Source: an optimization exercise on an open RTL-to-GDS flow (aim: small area). Production flows keep margins and buffers that such runs may drop.
In this exercise RTL edits were held to simulation tests only and were not proved equivalent to the original.
Power is estimated from default activity; no workload was simulated.

Design la_capture_engine, start of the top module:
module la_capture_engine #(
  parameter int unsigned CHANNEL_COUNT  = 10,
  parameter int unsigned SAMPLE_DEPTH   = 160,
  parameter int unsigned PRESCALE_WIDTH = 16,
  localparam int unsigned AW = $clog2(SAMPLE_DEPTH),
  localparam int unsigned TW = (CHANNEL_COUNT > 1) ? $clog2(CHANNEL_COUNT) : 1
) (
  input  logic                      clk,
  input  logic                      reset,
  input  logic [CHANNEL_COUNT-1:0]  chan_in,
  input  logic [CHANNEL_COUNT-1:0]  chan_enable,
  input  logic                      arm,
  input  logic [TW-1:0]             trig_channel,
  input  logic [1:0]                trig_mode,
  input  logic [PRESCALE_WIDTH-1:0] prescale,
  input  logic [AW-1:0]             pretrig_count,
  input  logic [AW-1:0]             rd_addr,
  output logic [CHANNEL_COUNT-1:0]  rd_data,
  output logic [2:0]                cap_state,
  output logic                      done
);
Size in the first run: about 1800 flip-flops, ~75 I/O pins, roughly 49000 sq um of cells after synthesis.
Settings: LEC_CHECK=0, CAP_MARGIN=20, CORE_MARGIN=2, CORE_UTILIZATION=45, CTS_BUF_LIST=sky130_fd_sc_hd__clkbuf_8, GPL_TIMING_DRIVEN=0, PLACE_DENSITY=0.6, SLEW_MARGIN=20, SYNTH_HIERARCHICAL=1; clock period 4.4 ns.
run.sh (not shown) runs the stock make flow with config.mk's settings and CLKGATE_MAP_FILE= SYNTH_SCRIPT=/design/flow/synth_recipe.tcl, a recipe that flattens the netlist after the stock synthesis.
The first run completed, yet does not pass: negative setup slack.
==> next run, changes <==
--- a/flow/config.mk
+++ b/flow/config.mk
@@ -10,4 +10,2 @@
 export CORE_UTILIZATION = 45
-export CTS_BUF_LIST = sky130_fd_sc_hd__clkbuf_8
-export GPL_TIMING_DRIVEN = 0
 export PLACE_DENSITY = 0.6
What happened: The new run ran to the end with violations: negative setup slack; synthesized cell count is unchanged; count of clock-buffer cells in the layout goes down by 112; area after synthesis stays the same; sequential power is about the same.

* * *

Another version of the RTL of la_capture_engine (not shown whole).
Size in the first run: roughly 3400 cells after synthesis, about 1800 flip-flops, about 75 I/O pins, ~0.050 mm2 of cells after synthesis.
==> flow/config.mk <==
export PLATFORM = sky130hd
export DESIGN_NAME = la_capture_engine
export DESIGN_NICKNAME = la_capture_engine
export VERILOG_FILES = /design/flow/design.v
export SDC_FILE = /design/flow/constraint.sdc
export NUM_CORES = 4
export LEC_CHECK = 0
export CAP_MARGIN = 20
export CORE_MARGIN = 2
export CORE_UTILIZATION = 45
export CTS_CLUSTER_DIAMETER = 120
export CTS_CLUSTER_SIZE = 28
export PLACE_DENSITY = 0.6
export SLEW_MARGIN = 20
export SYNTH_HIERARCHICAL = 1
==> flow/constraint.sdc <==
create_clock -name core_clock -period 4.4 [get_ports {clk}]
set_input_delay 0.8800 -clock core_clock [delete_from_list [all_inputs] [get_ports {clk}]]
set_output_delay 0.8800 -clock core_clock [all_outputs]
set_load 0.01 [all_outputs]
Change:
==> flow/flow/run.sh (new file) <==
#!/bin/bash
# The standard layout (the standard.sh with the standard synthesis unchanged), with
# two settings changed: the clock tree is built without dummy loads (same sink clustering
# as config.mk asks for), and ports are buffered with buf_2.
cp standard.sh standard_sh_copy.log
export CTS_ARGS="-sink_clustering_enable -repair_clock_nets -dont_use_dummy_load -sink_clustering_size 28 -sink_clustering_max_diameter 120"
export BUFFER_PORTS_ARGS="-buffer_cell sky130_fd_sc_hd__buf_2"
bash standard.sh > standard_flow.log 2>&1
==> flow/standard.sh (new file) <==
#!/bin/bash
# synth_recipe.tcl (not shown) runs the flow's synth.tcl, then flattens the netlist and writes it again
# the make line also repeats each setting of config.mk as NAME=value (left out here)
make -C /OpenROAD-flow-scripts/flow DESIGN_CONFIG=/design/flow/config.mk WORK_HOME=/design/flow/orfs CLKGATE_MAP_FILE= SYNTH_SCRIPT=/design/flow/synth_recipe.tcl "${@:-finish}"
removed: flow/run.sh
Outcome: Area after synthesis stays the same; cell area is lower by 2.4%; synthesized cell count stays the same; via count fell by 0.93%.
Change:
--- a/flow/config.mk
+++ b/flow/config.mk
@@ -9,6 +9,6 @@
 export CORE_MARGIN = 2
-export CORE_UTILIZATION = 45
+export CORE_UTILIZATION = 55
 export CTS_CLUSTER_DIAMETER = 120
 export CTS_CLUSTER_SIZE = 28
-export PLACE_DENSITY = 0.6
+export PLACE_DENSITY = 0.7
 export SLEW_MARGIN = 20
The new run finished with timing, DRC and antenna clean.
Cell area falls by 1.1%.
Final cell count falls by 6.5%.
Die area falls by 18%.
Non-clock buffer count falls by 25.

* * *

## build 32
The RTL this note starts from:
==> flow/design.v <==
package la_pkg;
  typedef enum logic [1:0] {
    TRIG_IMMEDIATE = 2'b00,
    TRIG_RISING    = 2'b01,
    TRIG_FALLING   = 2'b10,
    TRIG_LEVEL     = 2'b11
  } trig_mode_e;
  typedef enum logic [2:0] {
    CAP_IDLE = 3'd0,
    CAP_PRE  = 3'd1,
    CAP_WAIT = 3'd2,
    CAP_POST = 3'd3,
    CAP_DONE = 3'd4
  } cap_state_e;
endpackage
module la_rd_aoi3 (
  input  logic [2:0] d,
  input  logic [2:0] s,
  output logic       y_n
);
  assign y_n = ~|(d & s);
endmodule
module la_rd_gate (
  input  logic [1:0] t_n,
  input  logic [1:0] d,
  input  logic [1:0] s,
  input  logic       row_n,
  output logic       y
);
  logic t2_n;
  assign t2_n = ~((d[0] & s[0]) | (d[1] & s[1]));
  assign y    = ~((&t_n) & t2_n | row_n);
endmodule
module la_rd_row (
  input  logic [7:0] d,
  input  logic [7:0] s,
  input  logic       row_n,
  output logic       y
);
  logic [1:0] t_n;
  la_rd_aoi3 u_a0 (.d(d[2:0]), .s(s[2:0]), .y_n(t_n[0]));
  la_rd_aoi3 u_a1 (.d(d[5:3]), .s(s[5:3]), .y_n(t_n[1]));
  la_rd_gate u_g  (.t_n(t_n), .d(d[7:6]), .s(s[7:6]), .row_n(row_n), .y(y));
endmodule
module la_rd_or #(
  parameter int unsigned N = 21
) (
  input  logic [N-1:0] a,
  output logic         y
);
  assign y = |a;
endmodule
module la_capture_engine #(
  parameter int unsigned CHANNEL_COUNT  = 10,
  parameter int unsigned SAMPLE_DEPTH   = 160,
  parameter int unsigned PRESCALE_WIDTH = 16,
  localparam int unsigned AW = $clog2(SAMPLE_DEPTH),
  localparam int unsigned TW = (CHANNEL_COUNT > 1) ? $clog2(CHANNEL_COUNT) : 1
) (
  input  logic                      clk,
  input  logic                      reset,
  input  logic [CHANNEL_COUNT-1:0]  chan_in,
  input  logic [CHANNEL_COUNT-1:0]  chan_enable,
  input  logic                      arm,
  input  logic [TW-1:0]             trig_channel,
  input  logic [1:0]                trig_mode,
  input  logic [PRESCALE_WIDTH-1:0] prescale,
  input  logic [AW-1:0]             pretrig_count,
  input  logic [AW-1:0]             rd_addr,
  output logic [CHANNEL_COUNT-1:0]  rd_data,
  output logic [2:0]                cap_state,
  output logic                      done
);
  localparam int unsigned SELW = 1 << TW;
  localparam logic [AW-1:0] LAST = AW'(SAMPLE_DEPTH - 1);
  la_pkg::cap_state_e        state;
  la_pkg::trig_mode_e        mode_q;
  logic [TW-1:0]             trig_ch_q;
  logic [PRESCALE_WIDTH-1:0] prescale_q;
  logic [PRESCALE_WIDTH-1:0] ps_cnt;
  logic [AW-1:0]             post_len_q;    
  logic [AW-1:0]             cnt;           
  logic                      prev_valid;
  logic                      prev_bit;
  logic [CHANNEL_COUNT-1:0] sample_c;
  logic [SELW-1:0]          sel_ext_c;
  logic                     cur_bit_c;
  logic                     active_c;
  logic                     tick_c;
  logic                     wr_en_c;
  logic                     trig_hit_c;
  logic                     cnt_zero_c;
  assign sample_c   = chan_in & chan_enable;
  assign sel_ext_c  = SELW'(sample_c);
  assign cur_bit_c  = sel_ext_c[trig_ch_q];
  assign active_c   = (state == la_pkg::CAP_PRE) || (state == la_pkg::CAP_WAIT) || (state == la_pkg::CAP_POST);
  assign tick_c     = active_c && (ps_cnt == prescale_q);
  assign cnt_zero_c = (cnt == '0);
  assign wr_en_c    = tick_c && !arm && !((state == la_pkg::CAP_POST) && cnt_zero_c);
  always_comb begin
    trig_hit_c = 1'b0;
    case (mode_q)
      la_pkg::TRIG_IMMEDIATE: trig_hit_c = 1'b1;
      la_pkg::TRIG_RISING:    trig_hit_c = prev_valid && !prev_bit && cur_bit_c;
      la_pkg::TRIG_FALLING:   trig_hit_c = prev_valid && prev_bit && !cur_bit_c;
      la_pkg::TRIG_LEVEL:     trig_hit_c = cur_bit_c;
      default:                trig_hit_c = 1'b0;
    endcase
  end
  always_ff @(posedge clk) begin
    if (arm) begin
      mode_q     <= la_pkg::trig_mode_e'(trig_mode);
      trig_ch_q  <= trig_channel;
      prescale_q <= prescale;
      post_len_q <= LAST - pretrig_count;
      ps_cnt     <= '0;
      cnt        <= pretrig_count;
      prev_valid <= 1'b0;
      prev_bit   <= 1'b0;
    end else begin
      if (active_c) ps_cnt <= tick_c ? '0 : ps_cnt + PRESCALE_WIDTH'(1);
      if (wr_en_c) begin
        prev_bit   <= cur_bit_c;
        prev_valid <= 1'b1;
      end
      case (state)
        la_pkg::CAP_PRE:  if (tick_c) cnt <= cnt - AW'(1);
        la_pkg::CAP_WAIT: if (tick_c && trig_hit_c) cnt <= post_len_q;
        la_pkg::CAP_POST: if (tick_c && !cnt_zero_c) cnt <= cnt - AW'(1);
        default: ;
      endcase
    end
  end
  always_ff @(posedge clk) begin
    if (reset) begin
      state <= la_pkg::CAP_IDLE;
    end else if (arm) begin
      state <= (pretrig_count == '0) ? la_pkg::CAP_WAIT : la_pkg::CAP_PRE;
    end else begin
      case (state)
        la_pkg::CAP_PRE:  if (tick_c && cnt == AW'(1)) state <= la_pkg::CAP_WAIT;
        la_pkg::CAP_WAIT: if (tick_c && trig_hit_c) state <= la_pkg::CAP_POST;
        la_pkg::CAP_POST: if (cnt_zero_c || (tick_c && cnt == AW'(1))) state <= la_pkg::CAP_DONE;
        default: ;
      endcase
    end
  end
  assign cap_state = state;
  assign done      = (state == la_pkg::CAP_DONE);
  localparam int unsigned M    = 8;
  localparam int unsigned MW   = $clog2(M);
  localparam int unsigned R    = SAMPLE_DEPTH / M;
  localparam int unsigned RW   = $clog2(R + 1);
  localparam int unsigned NINJ = (R + M - 1) / M;
  logic [CHANNEL_COUNT-1:0]   sbuf   [M];
  logic [M*CHANNEL_COUNT-1:0] ring_q [R];    
  logic [MW-1:0]              f;             
  logic [RW-1:0]              u;             
  logic                       row_done_c;
  logic [RW:0]                u_sum_c;
  assign row_done_c = wr_en_c && (f == MW'(M - 1));
  assign u_sum_c    = (RW+1)'(u) + (RW+1)'(1) + (RW+1)'(row_done_c);
  always_ff @(posedge clk) begin
    if (reset) begin
      f <= '0;
      u <= '0;
    end else begin
      if (wr_en_c) f <= f + MW'(1);
      u <= (u_sum_c >= (RW+1)'(R)) ? RW'(u_sum_c - (RW+1)'(R)) : RW'(u_sum_c);
    end
  end
  always_ff @(posedge clk) begin
    if (wr_en_c) sbuf[f] <= sample_c;
  end
  function automatic bit inj_pos(input int unsigned p);
    inj_pos = 1'b0;
    for (int unsigned j = 0; j < NINJ; j++)
      if ((j * R) / NINJ == p) inj_pos = 1'b1;
  endfunction
  for (genvar p = 0; p < R; p++) begin : g_ring
    localparam int unsigned PF = (p + R - 1) % R;    
    if (inj_pos(p)) begin : g_inj
      logic [M-1:0] inj_c;
      for (genvar c = 0; c < M; c++) begin : g_w
        assign inj_c[c] = ((u == RW'(PF)) && (MW'(c) < f)) || ((u == RW'(p)) && (MW'(c) >= f));
      end
      always_ff @(posedge clk) begin
        for (int c = 0; c < M; c++)
          ring_q[p][c*CHANNEL_COUNT +: CHANNEL_COUNT] <=
            inj_c[c] ? sbuf[c] : ring_q[PF][c*CHANNEL_COUNT +: CHANNEL_COUNT];
      end
    end else begin : g_move
      always_ff @(posedge clk) ring_q[p] <= ring_q[PF];
    end
  end
  localparam int unsigned HW = AW - MW;
  logic [MW:0]              rd_lo_c;
  logic [HW-1:0]            rd_hi_c;
  logic                     rd_ok_c;
  logic                     rd_s_c;
  logic [R:0]               rd_row_c;
  logic [R:0]               rd_row_n_c;
  logic [M-1:0]             rd_col_c;
  assign rd_lo_c    = (MW+1)'(rd_addr[MW-1:0]) + (MW+1)'(f);
  assign rd_hi_c    = rd_addr[AW-1:MW];
  assign rd_ok_c    = !reset && (rd_addr < AW'(SAMPLE_DEPTH));
  assign rd_s_c     = (rd_hi_c == HW'(R - 1));
  logic [RW:0]  rd_u0_c, rd_u1_c;
  logic [R-1:0] rd_r0_c, rd_r1_c;
  assign rd_u0_c = (RW+1)'(u) + (RW+1)'(rd_hi_c);
  assign rd_u1_c = rd_u0_c + (RW+1)'(1);
  for (genvar p = 0; p < R; p++) begin : g_row
    assign rd_r0_c[p]  = (rd_u0_c == (RW+1)'(p)) || (rd_u0_c == (RW+1)'(p + R));
    assign rd_r1_c[p]  = (rd_u1_c == (RW+1)'(p)) || (rd_u1_c == (RW+1)'(p + R));
    assign rd_row_c[p] = rd_ok_c && !rd_s_c && (rd_lo_c[MW] ? rd_r1_c[p] : rd_r0_c[p]);
  end
  assign rd_row_c[R] = rd_ok_c && rd_s_c;
  assign rd_row_n_c  = ~rd_row_c;
  for (genvar c = 0; c < M; c++) begin : g_col
    assign rd_col_c[c] = (rd_lo_c[MW-1:0] == MW'(c));
  end
  for (genvar b = 0; b < CHANNEL_COUNT; b++) begin : g_rd
    logic [R:0] rows;
    logic       rd_c;
    for (genvar p = 0; p < R; p++) begin : g_r
      logic [M-1:0] d;
      for (genvar c = 0; c < M; c++) begin : g_c
        assign d[c] = ring_q[p][c*CHANNEL_COUNT + b];
      end
      la_rd_row u_row (.d(d), .s(rd_col_c), .row_n(rd_row_n_c[p]), .y(rows[p]));
    end
    begin : g_s
      logic [M-1:0] d;
      for (genvar c = 0; c < M; c++) begin : g_c
        assign d[c] = sbuf[c][b];
      end
      la_rd_row u_row (.d(d), .s(rd_col_c), .row_n(rd_row_n_c[R]), .y(rows[R]));
    end
    la_rd_or #(.N(R + 1)) u_or (.a(rows), .y(rd_c));
    always_ff @(posedge clk) rd_data[b] <= rd_c;
  end
endmodule
==> flow/config.mk <==
export PLATFORM = sky130hd
export DESIGN_NAME = la_capture_engine
export DESIGN_NICKNAME = la_capture_engine
export VERILOG_FILES = /design/flow/design.v
export SDC_FILE = /design/flow/constraint.sdc
export NUM_CORES = 4
export LEC_CHECK = 0
export CAP_MARGIN = 20
export CORE_MARGIN = 2
export CORE_UTILIZATION = 60
export CTS_BUF_LIST = sky130_fd_sc_hd__clkbuf_8
export CTS_CLUSTER_DIAMETER = 80
export CTS_CLUSTER_SIZE = 16
export PLACE_DENSITY = 0.75
export SLEW_MARGIN = 20
export SYNTH_HIERARCHICAL = 1
==> flow/constraint.sdc <==
create_clock -name core_clock -period 4.4 [get_ports {clk}]
set_input_delay 0.8800 -clock core_clock [delete_from_list [all_inputs] [get_ports {clk}]]
set_output_delay 0.8800 -clock core_clock [all_outputs]
set_load 0.01 [all_outputs]
standard.sh (not shown) runs the stock make flow with config.mk's settings and CLKGATE_MAP_FILE= SYNTH_SCRIPT=/design/flow/synth_recipe.tcl, a recipe that flattens the netlist after the stock synthesis.
==> flow/flow/run.sh <==
#!/bin/bash
# The standard layout (the standard.sh with the standard synthesis unchanged), with
# two settings changed: the clock tree is built without dummy loads, from clkbuf_8 leaf
# buffers driving clusters of up to 16 sinks (clkbuf_16 at the root), and ports are
# buffered with buf_2.
cp standard.sh standard_sh_copy.log
export CTS_ARGS="-sink_clustering_enable -repair_clock_nets -dont_use_dummy_load -sink_clustering_size 16 -sink_clustering_max_diameter 80 -buf_list sky130_fd_sc_hd__clkbuf_8 -root_buf sky130_fd_sc_hd__clkbuf_16"
export BUFFER_PORTS_ARGS="-buffer_cell sky130_fd_sc_hd__buf_2"
bash standard.sh > standard_flow.log 2>&1
Changes in build 24 relative to build 32:
==> flow/flow/run.sh <==
#!/bin/bash
# The standard layout (the standard.sh with the standard synthesis unchanged), with
# two settings changed: the clock tree is built without dummy loads (same sink clustering
# as config.mk asks for), and ports are buffered with buf_2.
cp standard.sh standard_sh_copy.log
export CTS_ARGS="-sink_clustering_enable -repair_clock_nets -dont_use_dummy_load -sink_clustering_size 28 -sink_clustering_max_diameter 120"
export BUFFER_PORTS_ARGS="-buffer_cell sky130_fd_sc_hd__buf_2"
bash standard.sh > standard_flow.log 2>&1
==> flow/config.mk <==
export PLATFORM = sky130hd
export DESIGN_NAME = la_capture_engine
export DESIGN_NICKNAME = la_capture_engine
export VERILOG_FILES = /design/flow/design.v
export SDC_FILE = /design/flow/constraint.sdc
export NUM_CORES = 4
export LEC_CHECK = 0
export CAP_MARGIN = 20
export CORE_MARGIN = 2
export CORE_UTILIZATION = 55
export CTS_CLUSTER_DIAMETER = 120
export CTS_CLUSTER_SIZE = 28
export PLACE_DENSITY = 0.7
export SLEW_MARGIN = 20
export SYNTH_HIERARCHICAL = 1
==> comparison <==
Build 24: overall power consumption is about 0.9% higher than what build 32 reported.
Via count of the first global-routing pass: higher on build 32
Side by side, total stage count of the critical path turned out higher in build 24 than in build 32.
Worst-path cell with the longest stage delay: sky130_fd_sc_hd__fa_2 -> build 32, sky130_fd_sc_hd__dfxtp_1 -> build 24
Build 24: power per cell area is 2.6 mW/mm2 higher than what build 32 reported.
--- input diff build 24..build 72 ---
==> flow/config.mk <==
export PLATFORM = sky130hd
export DESIGN_NAME = la_capture_engine
export DESIGN_NICKNAME = la_capture_engine
export VERILOG_FILES = /design/flow/design.v
export SDC_FILE = /design/flow/constraint.sdc
export NUM_CORES = 4
export LEC_CHECK = 0
export CAP_MARGIN = 20
export CORE_MARGIN = 2
export CORE_UTILIZATION = 60
export CTS_CLUSTER_DIAMETER = 120
export CTS_CLUSTER_SIZE = 28
export PLACE_DENSITY = 0.75
export SLEW_MARGIN = 20
export SYNTH_HIERARCHICAL = 1
### Flow results
- Compared with build 24, in build 72 arrival time at the worst endpoint now smaller; number of nets in the layout grew by about 0.5%.
- Global-route usage, build 72 and build 24: lower on build 24
- Route | build 72 vs build 24 | wire shorter in build 72
- For build 72, the critical setup path kind was in -> reg, unlike build 24, where it was reg -> reg.
- Comparing build 72 and build 24, the lower post-route worst setup slack is on build 24.

## static timing again, ports no longer ideal
The flow's constraints put no driver on any port. The routed layouts listed below were extracted and timed again, unchanged, in two steps.
Step 1 sets driving cells, clkbuf_16 on the clock port and buf_2 on the other inputs (assumed; they add their load-dependent delay and slew).
Step 2 moves the port delays by t, midway between the first and last clock arrival at a register: inputs arrive t later, outputs are due t later. That takes back most of the time a late clock gives input paths.
Three values: no drivers, after step 1, after step 2; two values: the first two.
run | shift t [ns] | setup slack, ns | worst hold slack (ns) | worst setup path at the end | slew at the worst register clock pin (ns)
the first run of note 1 | 1.014 | -1.141 / -1.213 / -0.199 | 0.305 / 0.305 / 0.305 | register to output | 0.07 / 0.07
the second run of note 1 | 0.859 | -0.580 / -0.652 / -0.067 | 0.339 / 0.339 / 0.339 | input to register | 0.07 / 0.07
the first run of note 2 | 0.756 | 0.551 / 0.535 / -0.221 | 0.338 / 0.338 / 0.338 | input to register | 0.11 / 0.11
the second run of note 2 | 0.728 | 0.576 / 0.576 / 0.272 | 0.326 / 0.319 / 0.326 | input to register | 0.11 / 0.11
the third run of note 2 | 0.691 | 0.470 / 0.470 / 0.140 | 0.317 / 0.317 / 0.317 | input to register | 0.12 / 0.12
build 32 | 0.706 | 0.602 / 0.609 / -0.068 | 0.319 / 0.319 / 0.319 | input to register | 0.10 / 0.10
build 24 | 0.707 | 0.553 / 0.553 / -0.027 | 0.334 / 0.334 / 0.334 | input to register | 0.12 / 0.12
build 72 | 0.706 | 0.598 / 0.606 / -0.065 | 0.317 / 0.317 / 0.317 | input to register | 0.11 / 0.11
Met with ideal ports but missed after step 2: setup timing in the first run of note 2, build 32, build 24 and build 72. For the first run of note 2, which loses most, drivers alone change the setup slack by -0.016 ns; drivers and shift together by -0.772 ns.
